This is an optimization exercise on Yosys and OpenROAD, whose aim is small area, not a production implementation.
Function was checked by simulation only, so behaviour that the tests miss may differ from the original.

==> flow/design.v, too long to show whole: its modules and the start of the top module <==
// module acf_tree_sq: 579 lines
// module acf_tree_mul: 647 lines
// module acf_sub: 201 lines
// module acf_fa: 10 lines
// module acf_ha: 9 lines
// module acf_xn: 7 lines
// module acf_or: 7 lines
// module acf_hac: 9 lines
// module autocorrelation_top: 214 lines
module autocorrelation_top (
    input  logic               iClock,
    input  logic               rst_n,
    input  logic               sample_valid,
    input  acf_pkg::sample_t   sample,
    output logic               coef_valid,
    output acf_pkg::acf_coef_t coef,
    output logic               block_done,
    output logic               overrun
);
  // ...
==> flow/run.sh <==
#!/bin/bash
# synth_recipe.tcl (not shown) runs the flow's synth.tcl, then flattens the netlist and writes it again
# the make line also repeats each setting of config.mk as NAME=value (left out here)
make -C /OpenROAD-flow-scripts/flow DESIGN_CONFIG=/design/flow/config.mk WORK_HOME=/design/flow/orfs CLKGATE_MAP_FILE= SYNTH_SCRIPT=/design/flow/synth_recipe.tcl finish
==> flow/config.mk <==
export PLATFORM = sky130hd
export DESIGN_NAME = autocorrelation_top
export DESIGN_NICKNAME = autocorrelation_top
export VERILOG_FILES = /design/flow/design.v
export SDC_FILE = /design/flow/constraint.sdc
export NUM_CORES = 4
export LEC_CHECK = 0
export CAP_MARGIN = 20
export CORE_MARGIN = 2
export CORE_UTILIZATION = 40
export CTS_CLUSTER_DIAMETER = 80
export CTS_CLUSTER_SIZE = 20
export SLEW_MARGIN = 20
export SYNTH_HIERARCHICAL = 1
export SYNTH_MINIMUM_KEEP_SIZE = 0
==> flow/constraint.sdc <==
create_clock -name core_clock -period 7.5 [get_ports {iClock}]
set_input_delay 1.5000 -clock core_clock [delete_from_list [all_inputs] [get_ports {iClock}]]
set_output_delay 1.5000 -clock core_clock [all_outputs]
set_load 0.01 [all_outputs]
==> flow_summary.ini, run 1 <==
[place]
cells_after_dpl = 6826
dp_hpwl_um = 127000
dp_slack_ns = 0.382

[final_layout]
layout.cells.most_common = xnor2_1
area_share_clock_buf_inv_pct = 2.66
inverters_excl_clock = 398
final_cell_area_um2 = 59400
layout.core_utilization_pct = 43.8
multi_input_area_share_pct = 61.6

[route]
dr.pass1.iters = 7
dr_wl_met2_um = 75800
wl_um = 168000
post-route-drc-count = 0
routed-via-count = 39300

[clock_network]
cts_root_buffer = clkbuf_16
tritoncts = yes
post_cts_buffers = 0
clock_transition_at_path_regs_ns = 0.08

[grt]
grt_max_degree = 124
antenna_found_initial = 5
grt.busiest_layer = met2

[critical_path]
worstPathCellList = inv_1 > ha_1 > buf_4 > a222oi_1 > o21ai_0 > mux2i_1 > buf_4 > nand4_1 > nor3_2 > buf_4 > and3_1 > nand3_1 > o21ai_0 > buf_4 > o21ai_0 > clkdlybuf4s50_1
cp.buffers_inverters = 6
timing.critical_path.mode_cell = buf_4
critPathLaunch = lag[0]
ff2ff_path_depth = 18

[sta]
hold_violation_count_in_the_final_report = 0
drv_slew = 0

[status]
outcome = no timing/DRC/antenna violations

[min_path]
hold_path_startpoint = q[4]

[synth]
synthesis.nets = 6041

[run]
timing.max_cap.violations = 0
==> run 2, diff against run 1 <==
--- a/flow/config.mk
+++ b/flow/config.mk
@@ -8,8 +8,6 @@
 export CAP_MARGIN = 20
 export CORE_MARGIN = 2
 export CORE_UTILIZATION = 40
-export CTS_CLUSTER_DIAMETER = 80
-export CTS_CLUSTER_SIZE = 20
 export SLEW_MARGIN = 20
 export SYNTH_HIERARCHICAL = 1
 export SYNTH_MINIMUM_KEEP_SIZE = 0
==> run 2 against run 1 <==
Effect of this change:
- still clean
- worst hold slack worse by 0.0042 ns
- area after synthesis stayed put
- die area stayed put
- register-to-register slack worse by 0.17 ns
- via count is 0.55% higher
- final cell count is 0.75% higher
- cell area is 1.5% higher
- non-clock buffer count stayed put
- core utilization is 0.65 points higher
- setup slack better by 0.054 ns
- highest routed layer unchanged
==> flow_summary.ini, run 2 <==
[critical_path]
crit-reg2reg-launch = b_neg[0]
cpPeakStageDelay_ns = 0.74
critical_path.reg2reg.endpoint = hn4[36]
cp.arrival_ns = 5.69
startpoint_class_of_the_critical_path = flop
worstPathCellList = inv_1 > ha_1 > buf_4 > a222oi_1 > o21ai_0 > mux2i_1 > nand4_2 > nor3_2 > buf_4 > and3_1 > nand3_1 > o21ai_0 > buf_4 > o21ai_0 > clkdlybuf4s50_1
cell_with_the_largest_stage_delay_on_the_worst_path = a222oi_1
required_arrival_time_at_the_worst_endpoint_ns = 6.00
setup.reg_to_reg.worst_slack_ns = 0.32
worst-setup-path-type = reg -> out
ff2ff_path_depth = 19
critical_path_peak_fanout = 25
setup.worst_path.end_class = output pin

[min_path]
timing.hold.worst_endpoint = q[3]
timing.hold.worst_path_depth = 0
hold_path_startpoint = q[2]
hold_path.class = reg -> reg

[place]
dp_slack_ns = 0.382
numPortBuffers = 99
place_congestion = 0.928
placement.cell_area_um2 = 57700
dp_hpwl_um = 127000

[final_layout]
synthToLayoutAreaGrowth_pct = 10.5
num-fill-cells = 12700
final_layout_size_suffix_gt1_share_pct = 9.54
num-nets-final = 6028
n_antenna_cell = 0
layout.cells.most_common = xnor2_1
final_cell_area_um2 = 60300
layout.cells.most_common_list = 722 x xnor2_1, 696 x fa_1, 484 x a22oi_1

[die]
effective_utilization_at_floorplan_pct = 40.3
floorplan.die.height_um = 373
design.die.area_um2 = 139000
core-area_um2 = 135000
ios = 101
floorplan_die_width_um = 373
floorplan.rows = 135

[clock_network]
buffer_levels_on_the_longest_clock_path = 3
tritoncts = yes
cts_root_buffer = clkbuf_16
postCtsHoldBufs = 0
clock_transition_at_path_regs_ns = 0.06
numCtsBuffers = 73
cts_sinks = 593
htree_num_levels = 3
clk-insertion-delay-late_ns = 0.70

[synth]
yosysWarnings = 7
synth_area_um2 = 54600
synthesis.area_per_instance_um2 = 10.6
cells_after_synth = 5140
synthesis.nets = 6041

[sta]
max_slew_margin_pct = 26.3
fin_skew_ns = 0.0430
max_freq_ghz = 0.139
finalWorstPathRequiredPeriod_ns = 7.19
fin_ws_ns = 0.314
rsz0062_at_grt = false
layout_worst_path_cycle_share_pct = 95.8
fin_tns_setup_ns = 0
worst-slew-pin-transition_ns = 1.09
hold_violation_count_in_the_final_report = 0
finalSetupViolations = 0
drv_slew = 0

[route]
drt-vias-per-instance = 5.67
dr.pass1.iters = 7
remaining_antenna_violation_count = 0
post_drt_wl_per_cell_um = 24.3
detailedRoute.firstIterationViolations = 4132
post-route-drc-count = 0
wl_um = 169000
routed-via-count = 39500

[run]
timing.max_cap.violations = 0

[grt]
grt_max_degree = 124
first_global_vias = 41000
grt_ovf = 0
grt_use_total_pct = 24.3
antenna_found_initial = 6
grt_first_pass_wirelength_um = 259000

[status]
outcome = no timing/DRC/antenna violations
==> run 2: changes by cell type in the layout (fill, tap and decap cells not counted), sizes merged <==
cell      delta
clkbuf      +28
clkinv      +23
inv          -8
clkinvlp     +5
bufinv       +4
==> run 2: worst max path at each step <==
| stage | from | endpoint | depth (start not counted) |
|---|---|---|---|
| final | lag[0] | coef[26] | 15 |
| after detailed placement | b_neg[0] | hn4[36] | 19 |
| after global placement | b_neg[0] | hn4[34] | 19 |
| after global routing | b_neg[0] | hn2[34] | 19 |
| after CTS | lag[0] | coef[26] | 17 |
| after floorplan | lag[2] | ebase[5] | 31 |
==> run 2: metrics by stage <==
| step | hold slack, ns | cells | utilization (%) |
|---|---|---|---|
| after floorplan | 0.323 | 5140 | - |
| after global placement | 0.327 | 6826 | 42.6 |
| after detailed placement | 0.331 | 6826 | 42.6 |
| after CTS | 0.345 | 6961 | 44.4 |
| after global routing | 0.355 | 6968 | 44.5 |
| final | 0.342 | 6968 | 44.5 |
==> run 2: layout make-up <==
class	instances	area (um^2)	area share, %
well taps	1781	2230	3.70
inverters	398	1500	2.50
clock buffers	89	1930	3.20
clock inverters	46	531	0.880
repair buffers	278	2430	4.03
multi-input cells	3783	36600	60.7
flip-flops and latches	593	15000	25.0
==> run 2: critical path: cells and delay by family (launching register included) <==
family | cells | cell delay, ns
AOI/OAI and AO/OA | 4 | 1.56
buffers and inverters | 5 | 1.23
adders and majority gates | 1 | 0.23
muxes | 1 | 0.49
and+or+nand+nor | 4 | 1.03
DFF | 1 | 0.43
==> run 2: timing repair <==
action,CTS,global route
pin swaps,0,3
resized for setup,1,2
endpoints found under the setup margin,5,7
cloned,0,0
buffers inserted,0,7
==> run 2: per-layer routing <==
metal,up-vias,share of wire (%),track usage (%)
met5,-,0.014,0
met4,4,4.1,9.66
met3,342,8.1,4.55
met2,1751,45,37.8
met1,20100,43,33.6
li1,17400,-,-
==> run 3, diff against run 2 <==
--- a/flow/config.mk
+++ b/flow/config.mk
@@ -8,6 +8,8 @@
 export CAP_MARGIN = 20
 export CORE_MARGIN = 2
 export CORE_UTILIZATION = 40
+export CTS_CLUSTER_DIAMETER = 100
+export CTS_CLUSTER_SIZE = 26
 export SLEW_MARGIN = 20
 export SYNTH_HIERARCHICAL = 1
 export SYNTH_MINIMUM_KEEP_SIZE = 0
==> run 3 against run 2 <==
Effect of this change:
- still clean on timing, DRC and antenna
- clock-buffer cell count decreased by 41
- setup slack worse by 0.014 ns
- register-to-register slack improved by 0.02 ns
- critical path depth up 1
- sequential share of layout area grew 0.50 points
- highest routed layer unchanged
==> flow_summary.ini, run 3 <==
[grt]
grt_use_total_pct = 24.1
grt_max_degree = 124
grt_ovf = 0
groute.layer.met2.usage_pct = 37.9
grt_first_pass_wirelength_um = 257000
first_global_vias = 40500
grt.busiest_layer = met2
antenna_found_initial = 4
global_route.usage.met1_pct = 33.6
globalRouteMet3Util_pct = 4.30

[sta]
fin_skew_ns = 0.0444
layout_worst_path_cycle_share_pct = 96.0
finalWorstPathRequiredPeriod_ns = 7.20
max_slew_margin_pct = 24.6
worst-slew-pin-transition_ns = 1.12
hold_violation_count_in_the_final_report = 0
fin_tns_setup_ns = 0
max_freq_ghz = 0.139
drv_slew = 0
fin_ws_ns = 0.301
finalSetupViolations = 0

[place]
dp_slack_ns = 0.382
cells_after_dpl = 6826
placement.cell_area_um2 = 57700
numPortBuffers = 99
place_congestion = 0.928
dp_hpwl_um = 127000

[final_layout]
layout.cells.non_filler = 6900
num-fill-cells = 12800
layout.cells.most_common_list = 722 x xnor2_1, 696 x fa_1, 484 x a22oi_1
layout.area.seq_um2 = 15000
synthToLayoutAreaGrowth_pct = 8.28
n_antenna_cell = 0
num-nets-final = 5992
final_layout_size_suffix_gt1_share_pct = 8.54
final_cell_area_um2 = 59100
multiInputGateArea_um2 = 36600
layout.cells.most_common = xnor2_1

[die]
ios = 101
core-area_um2 = 135000
design.die.area_um2 = 139000
effective_utilization_at_floorplan_pct = 40.3
floorplan_die_width_um = 373
floorplan.rows = 135
floorplan.die.height_um = 373

[route]
detailedRoute.firstIterationViolations = 4105
dr.pass1.iters = 6
post-route-drc-count = 0
routed-via-count = 39200
post_drt_wl_per_cell_um = 24.3
remaining_antenna_violation_count = 0
drt-vias-per-instance = 5.68
wl_um = 168000

[critical_path]
critical_path_peak_fanout = 25
worst-setup-path-type = reg -> out
startpoint_class_of_the_critical_path = flop
setup.reg_to_reg.worst_slack_ns = 0.34
cp.arrival_ns = 5.70
required_arrival_time_at_the_worst_endpoint_ns = 6.00
setup.worst_path.end_class = output pin

[synth]
synth_area_um2 = 54600
cells_after_synth = 5140
yosysWarnings = 7
synthesis.nets = 6041
synthesis.area_per_instance_um2 = 10.6

[clock_network]
cts_root_buffer = clkbuf_16
htree_num_levels = 2
tritoncts = yes
buffer_levels_on_the_longest_clock_path = 3
clock_transition_at_path_regs_ns = 0.10
clk-insertion-delay-late_ns = 0.65
numCtsBuffers = 36
cts_sinks = 593

[run]
timing.max_cap.violations = 0

[min_path]
hold_path.class = reg -> reg

[status]
outcome = no timing/DRC/antenna violations
## run 3: cell count changes in the layout (fill, tap and decap cells not counted), moves of 2 or more
cell	before	now
clkinv_1	10	2
clkbuf_16	74	37
clkinvlp_4	6	1
inv_12	0	3
clkinv_8	1	3
clkinv_2	12	0
clkinv_4	6	0
clkbuf_1	13	10
bufinv_16	5	0
clkinv_16	5	2
inv_16	0	4
## run 3: stage by stage
step | util, % | hold WS (ns)
final | 43.6 | 0.351
after CTS | 43.5 | 0.352
after detailed placement | 42.6 | 0.331
after global placement | 42.6 | 0.327
after global routing | 43.6 | 0.361
after floorplan | - | 0.323
## run 3: what timing repair did
action                     4_1_cts  5_1_grt
resized for setup                0        2
buffers inserted                 0        8
setup endpoints to repair        0        7
hold buffers                     0        0
## run 3: final cells by class
type	count	area share (%)
multi-input cells	3783	61.9
repair buffers	279	4.12
clock inverters	18	0.494
clock buffers	48	1.65
inverters	398	2.55
flip-flops and latches	593	25.5
well taps	1781	3.77
## run 3: final timing paths
check | start | endpoint | cells after the start
hold reg to reg | q[8] | q[9] | 0
setup / recovery | lag[0] | coef[26] | 16
hold / removal | q[8] | q[9] | 0
min in group asynchronous | rst_n | em | 1
setup reg to reg | b_neg[0] | hn2[34] | 19
max in group asynchronous | rst_n | ld | 1
## run 3: worst max-delay path: stages, from the launching register on
cell,delay [ns]
dfrtp_1,0.46
inv_1,0.10
ha_1,0.24
buf_4,0.25
a222oi_1,0.88
o21ai_0,0.61
mux2i_1,0.31
buf_4,0.21
nand4_1,0.20
nor3_2,0.23
buf_4,0.22
and3_1,0.22
nand3_1,0.16
o21ai_0,0.20
buf_4,0.18
o21ai_0,0.09
clkdlybuf4s50_1,0.48
## run 3: metal layers
layer	wire length [um]	share of wire, %
met1	72800	43
met2	75500	45
met3	13400	8.0
met4	6020	3.6
met5	22	0.013
==> module autocorrelation_top, before the edit <==
module autocorrelation_top (
    input  logic               iClock,
    input  logic               rst_n,
    input  logic               sample_valid,
    input  acf_pkg::sample_t   sample,
    output logic               coef_valid,
    output acf_pkg::acf_coef_t coef,
    output logic               block_done,
    output logic               overrun
);
    logic [5:0]  count;
    logic        hnew;
    logic        hlast;
    logic        aclr;
    logic [15:0] x0, x1, x2, x3, x4;
    logic [15:0] xg;
    logic [36:0] accn0, accn1, accn2, accn3, accn4;
    logic [36:0] basen0, basen1, basen2, basen3, basen4;
    logic [36:0] nxtn0, nxtn1, nxtn2, nxtn3, nxtn4;
    logic        snap;
    always_ff @(posedge iClock or negedge rst_n) begin
        if (!rst_n) begin
            count <= '0;
            hnew  <= 1'b0;
            hlast <= 1'b0;
            aclr  <= 1'b1;
        end else begin
            hnew  <= sample_valid;
            hlast <= sample_valid && (count == 6'd63);
            if (sample_valid) begin
                count <= count + 1'b1;
            end
            if (hnew) begin
                aclr <= hlast;
            end
        end
    end
    always_ff @(posedge iClock) begin
        if (sample_valid) begin
            x0 <= sample;
            x1 <= (count == 6'd0) ? '0 : x0;
            x2 <= (count == 6'd0) ? '0 : x1;
            x3 <= (count == 6'd0) ? '0 : x2;
            x4 <= (count == 6'd0) ? '0 : x3;
        end
    end
    assign xg     = hnew ? x0 : '0;
    localparam logic [36:0] MASK = 37'h00_0000_00FF;
    assign basen0 = ~((accn0 ^ MASK) & {37{!aclr}});
    assign basen1 = ~((accn1 ^ MASK) & {37{!aclr}});
    assign basen2 = ~((accn2 ^ MASK) & {37{!aclr}});
    assign basen3 = ~((accn3 ^ MASK) & {37{!aclr}});
    assign basen4 = ~((accn4 ^ MASK) & {37{!aclr}});
    assign snap   = hnew && hlast;
    acf_tree_sq  t0 (.x(xg),          .accn(basen0), .accn_next(nxtn0));
    logic [7:0]  b_one, b_two, b_neg;
    logic [16:0] xe;
    assign xe = {(sample_valid ? sample : 16'd0), 1'b0};
    always_ff @(posedge iClock) begin
        for (int i = 0; i < 8; i++) begin
            b_one[i] <= xe[2*i+1] ^ xe[2*i];
            b_two[i] <= (xe[2*i+2] & !xe[2*i+1] & !xe[2*i]) | (!xe[2*i+2] & xe[2*i+1] & xe[2*i]);
            b_neg[i] <= xe[2*i+2];
        end
    end
    acf_tree_mul t1 (.one(b_one), .two(b_two), .neg(b_neg), .h(x1), .accn(basen1), .accn_next(nxtn1));
    acf_tree_mul t2 (.one(b_one), .two(b_two), .neg(b_neg), .h(x2), .accn(basen2), .accn_next(nxtn2));
    acf_tree_mul t3 (.one(b_one), .two(b_two), .neg(b_neg), .h(x3), .accn(basen3), .accn_next(nxtn3));
    acf_tree_mul t4 (.one(b_one), .two(b_two), .neg(b_neg), .h(x4), .accn(basen4), .accn_next(nxtn4));
    always_ff @(posedge iClock) begin
        accn0 <= nxtn0;
        accn1 <= nxtn1;
        accn2 <= nxtn2;
        accn3 <= nxtn3;
        accn4 <= nxtn4;
    end
    logic [36:0] hn0, hn1, hn2, hn3, hn4;
    logic        busy;
    logic        ld;
    logic        em;
    logic [2:0]  lag;
    logic [5:0]  cnt;
    logic [6:0]  ptr;
    logic [5:0]  p0;
    logic        z0;
    logic        zk;
    logic [7:0]  ebase;
    logic [22:0] sb;
    logic [23:0] rem;
    logic [22:0] q;
    logic        f;
    logic [36:0] cur;
    logic        neg;
    logic [36:0] mag;
    logic [5:0]  lod;
    logic        zero;
    logic        bit_in;
    logic        br;
    logic [25:0] diffn;
    logic [24:0] rem2;
    logic [25:0] diff;
    logic        ge;
    logic [7:0]  expo;
    always_comb begin
        case (lag)
            3'd0:    cur = hn0 ^ MASK;
            3'd1:    cur = hn1 ^ MASK;
            3'd2:    cur = hn2 ^ MASK;
            3'd3:    cur = hn3 ^ MASK;
            default: cur = hn4 ^ MASK;
        endcase
    end
    assign neg  = (lag != 3'd0) && cur[36];
    assign mag  = neg ? -cur : cur;
    assign zero = (cur == '0);
    always_comb begin
        lod = '0;
        for (int i = 0; i < 37; i++) begin
            if (mag[i]) begin
                lod = 6'(i);
            end
        end
    end
    assign bit_in = (cnt < 6'd24) && !ptr[6] && mag[ptr[5:0]];
    assign rem2   = {rem, br};
    acf_sub sub (.a(rem2), .b(sb), .accn_next(diffn));
    assign diff   = ~diffn;
    assign ge     = !diff[25];
    always_ff @(posedge iClock or negedge rst_n) begin
        if (!rst_n) begin
            busy       <= 1'b0;
            ld         <= 1'b0;
            em         <= 1'b0;
            lag        <= '0;
            coef_valid <= 1'b0;
            block_done <= 1'b0;
            overrun    <= 1'b0;
        end else begin
            coef_valid <= 1'b0;
            block_done <= 1'b0;
            overrun    <= snap && busy;
            if (!busy) begin
                if (snap) begin
                    busy       <= 1'b1;
                    lag        <= '0;
                    ld         <= 1'b1;
                    coef_valid <= 1'b1;
                end
            end else if (ld) begin
                ld <= 1'b0;
            end else if (em) begin
                em <= 1'b0;
                if (lag == 3'd4) begin
                    busy <= 1'b0;
                end else begin
                    lag <= lag + 1'b1;
                    ld  <= 1'b1;
                end
            end else if (lag == 3'd0) begin
                if (cnt == 6'd24) begin
                    lag <= 3'd1;
                    ld  <= 1'b1;
                end
            end else if (cnt == 6'd48 || (cnt == 6'd47 && f)) begin
                em         <= 1'b1;
                coef_valid <= 1'b1;
                block_done <= (lag == 3'd4);
            end
        end
    end
    always_ff @(posedge iClock) begin
        if (!busy && snap) begin
            hn0 <= nxtn0;
            hn1 <= nxtn1;
            hn2 <= nxtn2;
            hn3 <= nxtn3;
            hn4 <= nxtn4;
        end
        rem <= ld ? '0 : (ge ? diff[23:0] : rem2[23:0]);
        q   <= {q[21:0], ge};
        br  <= !ld && bit_in;
        if (ld) begin
            ptr <= {1'b0, lod};
            cnt <= '0;
            zk    <= zero;
            ebase <= 8'd126 + {2'b00, lod} - {2'b00, p0};
            if (lag == 3'd0) begin
                p0 <= lod;
                z0 <= zero;
            end
        end else begin
            ptr <= ptr - 1'b1;
            cnt <= cnt + 1'b1;
            if (lag == 3'd0) begin
                sb <= {sb[21:0], br};
            end
            if (cnt == 6'd24) begin
                f <= ge;
            end
        end
    end
    assign expo = ebase + {7'd0, f};
    always_comb begin
        coef.lag     = {1'b0, lag};
        coef.raw_sum = {{6{neg}}, cur};
        if (lag == 3'd0) begin
            coef.norm = zero ? 32'd0 : 32'h3F80_0000;
        end else if (zk || z0) begin
            coef.norm = '0;
        end else begin
            coef.norm = {neg, expo, q};
        end
    end
endmodule
==> run 4, diff against run 3 <==
--- a/flow/design.v
+++ b/flow/design.v
@@ -1578,7 +1578,6 @@
     logic        z0;
     logic        zk;
     logic [7:0]  ebase;
-    logic [22:0] sb;
     logic [23:0] rem;
     logic [22:0] q;
     logic        f;
@@ -1616,7 +1615,7 @@
     end
     assign bit_in = (cnt < 6'd24) && !ptr[6] && mag[ptr[5:0]];
     assign rem2   = {rem, br};
-    acf_sub sub (.a(rem2), .b(sb), .accn_next(diffn));
+    acf_sub sub (.a(rem2), .b(hn0[35:13]), .accn_next(diffn));
     assign diff   = ~diffn;
     assign ge     = !diff[25];
     always_ff @(posedge iClock or negedge rst_n) begin
@@ -1650,7 +1649,7 @@
                     ld  <= 1'b1;
                 end
             end else if (lag == 3'd0) begin
-                if (cnt == 6'd24) begin
+                if (hn0[36] || z0) begin
                     lag <= 3'd1;
                     ld  <= 1'b1;
                 end
@@ -1664,6 +1663,10 @@
     always_ff @(posedge iClock) begin
         if (!busy && snap) begin
             hn0 <= nxtn0;
+        end else if (busy && !ld && !em && lag == 3'd0 && !hn0[36] && !z0) begin
+            hn0 <= (((hn0 ^ MASK) << 1) ^ MASK);
+        end
+        if (!busy && snap) begin
             hn1 <= nxtn1;
             hn2 <= nxtn2;
             hn3 <= nxtn3;
@@ -1684,9 +1687,6 @@
         end else begin
             ptr <= ptr - 1'b1;
             cnt <= cnt + 1'b1;
-            if (lag == 3'd0) begin
-                sb <= {sb[21:0], br};
-            end
             if (cnt == 6'd24) begin
                 f <= ge;
             end
--- a/flow/config.mk
+++ b/flow/config.mk
@@ -8,8 +8,8 @@
 export CAP_MARGIN = 20
 export CORE_MARGIN = 2
 export CORE_UTILIZATION = 40
-export CTS_CLUSTER_DIAMETER = 100
-export CTS_CLUSTER_SIZE = 26
+export CTS_CLUSTER_DIAMETER = 90
+export CTS_CLUSTER_SIZE = 24
 export SLEW_MARGIN = 20
 export SYNTH_HIERARCHICAL = 1
 export SYNTH_MINIMUM_KEEP_SIZE = 0
==> run 4 against run 3 <==
Effect of this change:
- still clean
- sequential cell count decreased by 23
- global-route usage increased by 0.69 points
- core utilization increased by 0.19 points
- die area decreased by 1.0%
- sequential share of layout area decreased by 0.94 points
- setup slack got worse by 0.065 ns
- largest cell class unchanged
==> flow_summary.ini, run 4 <==
[status]
outcome = no timing/DRC/antenna violations

[critical_path]
setup.reg_to_reg.worst_slack_ns = 0.34
cp.arrival_ns = 5.76
cell_with_the_largest_stage_delay_on_the_worst_path = a222oi_1
worstPathCellList = inv_1 > ha_1 > buf_4 > a222oi_1 > o21ai_0 > mux2_2 > nand3b_1 > nor2_2 > nand4_2 > or3_1 > o21ai_0 > buf_4 > o21ai_0 > clkdlybuf4s50_1
required_arrival_time_at_the_worst_endpoint_ns = 6.00
timing.critical_path.to = coef[28]
worst-setup-path-type = reg -> out
critical_path_peak_fanout = 37
timing.critical_path.mode_cell = o21ai_0
setup.worst_path.end_class = output pin
startpoint_class_of_the_critical_path = flop
cpPeakStageDelay_ns = 0.72
critPathLaunch = lag[0]
critical_path.reg2reg.endpoint = hn4[36]
ff2ff_path_depth = 19
crit-reg2reg-launch = b_neg[0]

[sta]
fin_skew_ns = 0.0316
rsz0062_at_grt = false
max_freq_ghz = 0.138
drv_slew = 0
worst-slew-pin-transition_ns = 1.15
max_slew_margin_pct = 23.6
finalSetupViolations = 0
hold_violation_count_in_the_final_report = 0
fin_tns_setup_ns = 0
layout_worst_path_cycle_share_pct = 96.9
fin_ws_ns = 0.235
finalWorstPathRequiredPeriod_ns = 7.26

[route]
dr.pass1.iters = 10
post-route-drc-count = 0
detailedRoute.firstIterationViolations = 4399
wl_um = 171000
post_drt_wl_per_cell_um = 24.6
remaining_antenna_violation_count = 0
routed-via-count = 39600
drt-vias-per-instance = 5.71

[clock_network]
tritoncts = yes
clk-insertion-delay-late_ns = 0.65
clock_transition_at_path_regs_ns = 0.10
htree_num_levels = 2
buffer_levels_on_the_longest_clock_path = 3
numCtsBuffers = 38
cts_sinks = 570
postCtsHoldBufs = 0
cts_root_buffer = clkbuf_16

[final_layout]
synthToLayoutAreaGrowth_pct = 8.42
num-nets-final = 6040
layout.cells.most_common = xnor2_1
layout.cells.non_filler = 6936
layout.cells.most_common_list = 725 x xnor2_1, 696 x fa_1, 492 x nand2_1
num-fill-cells = 12600
n_antenna_cell = 0
final_layout_size_suffix_gt1_share_pct = 8.13
final_cell_area_um2 = 58500

[synth]
synth_area_um2 = 54000
yosysWarnings = 7
synthesis.area_per_instance_um2 = 10.4
synthesis.nets = 6099
cells_after_synth = 5198

[die]
core-area_um2 = 134000
floorplan_die_width_um = 371
effective_utilization_at_floorplan_pct = 40.4
floorplan.die.height_um = 371
ios = 101
floorplan.rows = 134
design.die.area_um2 = 138000

[grt]
grt_use_total_pct = 24.8
grt.busiest_layer = met2
grt_first_pass_wirelength_um = 258000
global_route.usage.met1_pct = 34.4
antenna_found_initial = 8
first_global_vias = 40100
grt_ovf = 0
grt_max_degree = 111
groute.layer.met2.usage_pct = 38.9
globalRouteMet3Util_pct = 4.31

[place]
dp_slack_ns = 0.375
cells_after_dpl = 6864
placement.cell_area_um2 = 57100
dp_hpwl_um = 129000
numPortBuffers = 99
place_congestion = 0.947

[min_path]
hold_path.class = reg -> reg

[run]
timing.max_cap.violations = 0
run 4: layer usage:
metal | vias up | wire (um)
li1 | 17300 | -
met1 | 20200 | 72600
met2 | 1788 | 77400
met3 | 325 | 14200
met4 | 4 | 6770
met5 | - | 27
run 4: critical path, delay by kind of cell, from the launching register on:
family,cells,cell delay (ns)
AO/OA/AOI/OAI,4,1.56
adder cells (fa/ha/maj),1,0.22
buffers and inverters,4,1.08
flip-flops,1,0.45
multiplexers,1,0.45
AND/OR/NAND/NOR,4,1.34
run 4: area by class of cell:
cell class | instances | area, um^2 | share of cell area, %
Multi-Input combinational cell | 3870 | 36800 | 62.8
Clock buffer | 46 | 1050 | 1.80
Tap cell | 1768 | 2210 | 3.78
Clock inverter | 23 | 279 | 0.477
Inverter | 390 | 1470 | 2.52
Sequential cell | 570 | 14400 | 24.5
Timing Repair Buffer | 269 | 2370 | 4.05
run 4: repair_timing:
action | 4_1_cts | 5_1_grt
setup endpoints to repair | 1 | 7
pin swaps | 0 | 1
gates resized for setup | 1 | 4
setup buffers | 0 | 2
run 4: how the worst min path moves through the flow:
stage | cells past startpoint | endpoint | start
after floorplan | 0 | q[10] | q[9]
after global placement | 0 | q[10] | q[9]
after detailed placement | 0 | q[1] | q[0]
after CTS | 0 | q[1] | q[0]
after global routing | 0 | q[15] | q[14]
final | 0 | q[1] | q[0]
run 4: metrics by stage:
stage	utilization (%)	hold slack, ns
after floorplan	-	0.323
after global placement	42.8	0.330
after global routing	43.8	0.359
after detailed placement	42.8	0.329
after CTS	43.8	0.350
final	43.8	0.347

[re-timing with driven ports]
How much do the figures lean on ideal ports? The routed layouts below were timed once more, with nothing changed but the port constraints.
Step 1, drivers: a clkbuf_16 drives iClock and a buf_2 each remaining input, both assumed.
Step 2 adds t to the input delays and takes it off the output delays; t is the mean of the earliest and latest rising clock arrival at the registers after step 1. Input paths then give back, and output paths get back, about the clock's delay inside the block.
Three values: ideal ports, drivers, drivers and shift; two values: the first two.
run | t, ns | setup WS [ns] | worst register clock-pin slew, ns
run 1 | 0.728 | 0.260 / 0.185 / 0.493 | 0.09 / 0.09
run 2 | 0.754 | 0.314 / 0.237 / 0.316 | 0.07 / 0.07
run 3 | 0.712 | 0.301 / 0.220 / 0.336 | 0.11 / 0.11
run 4 | 0.712 | 0.235 / 0.162 / 0.335 | 0.10 / 0.10
After both steps setup and hold are still met in every run listed.
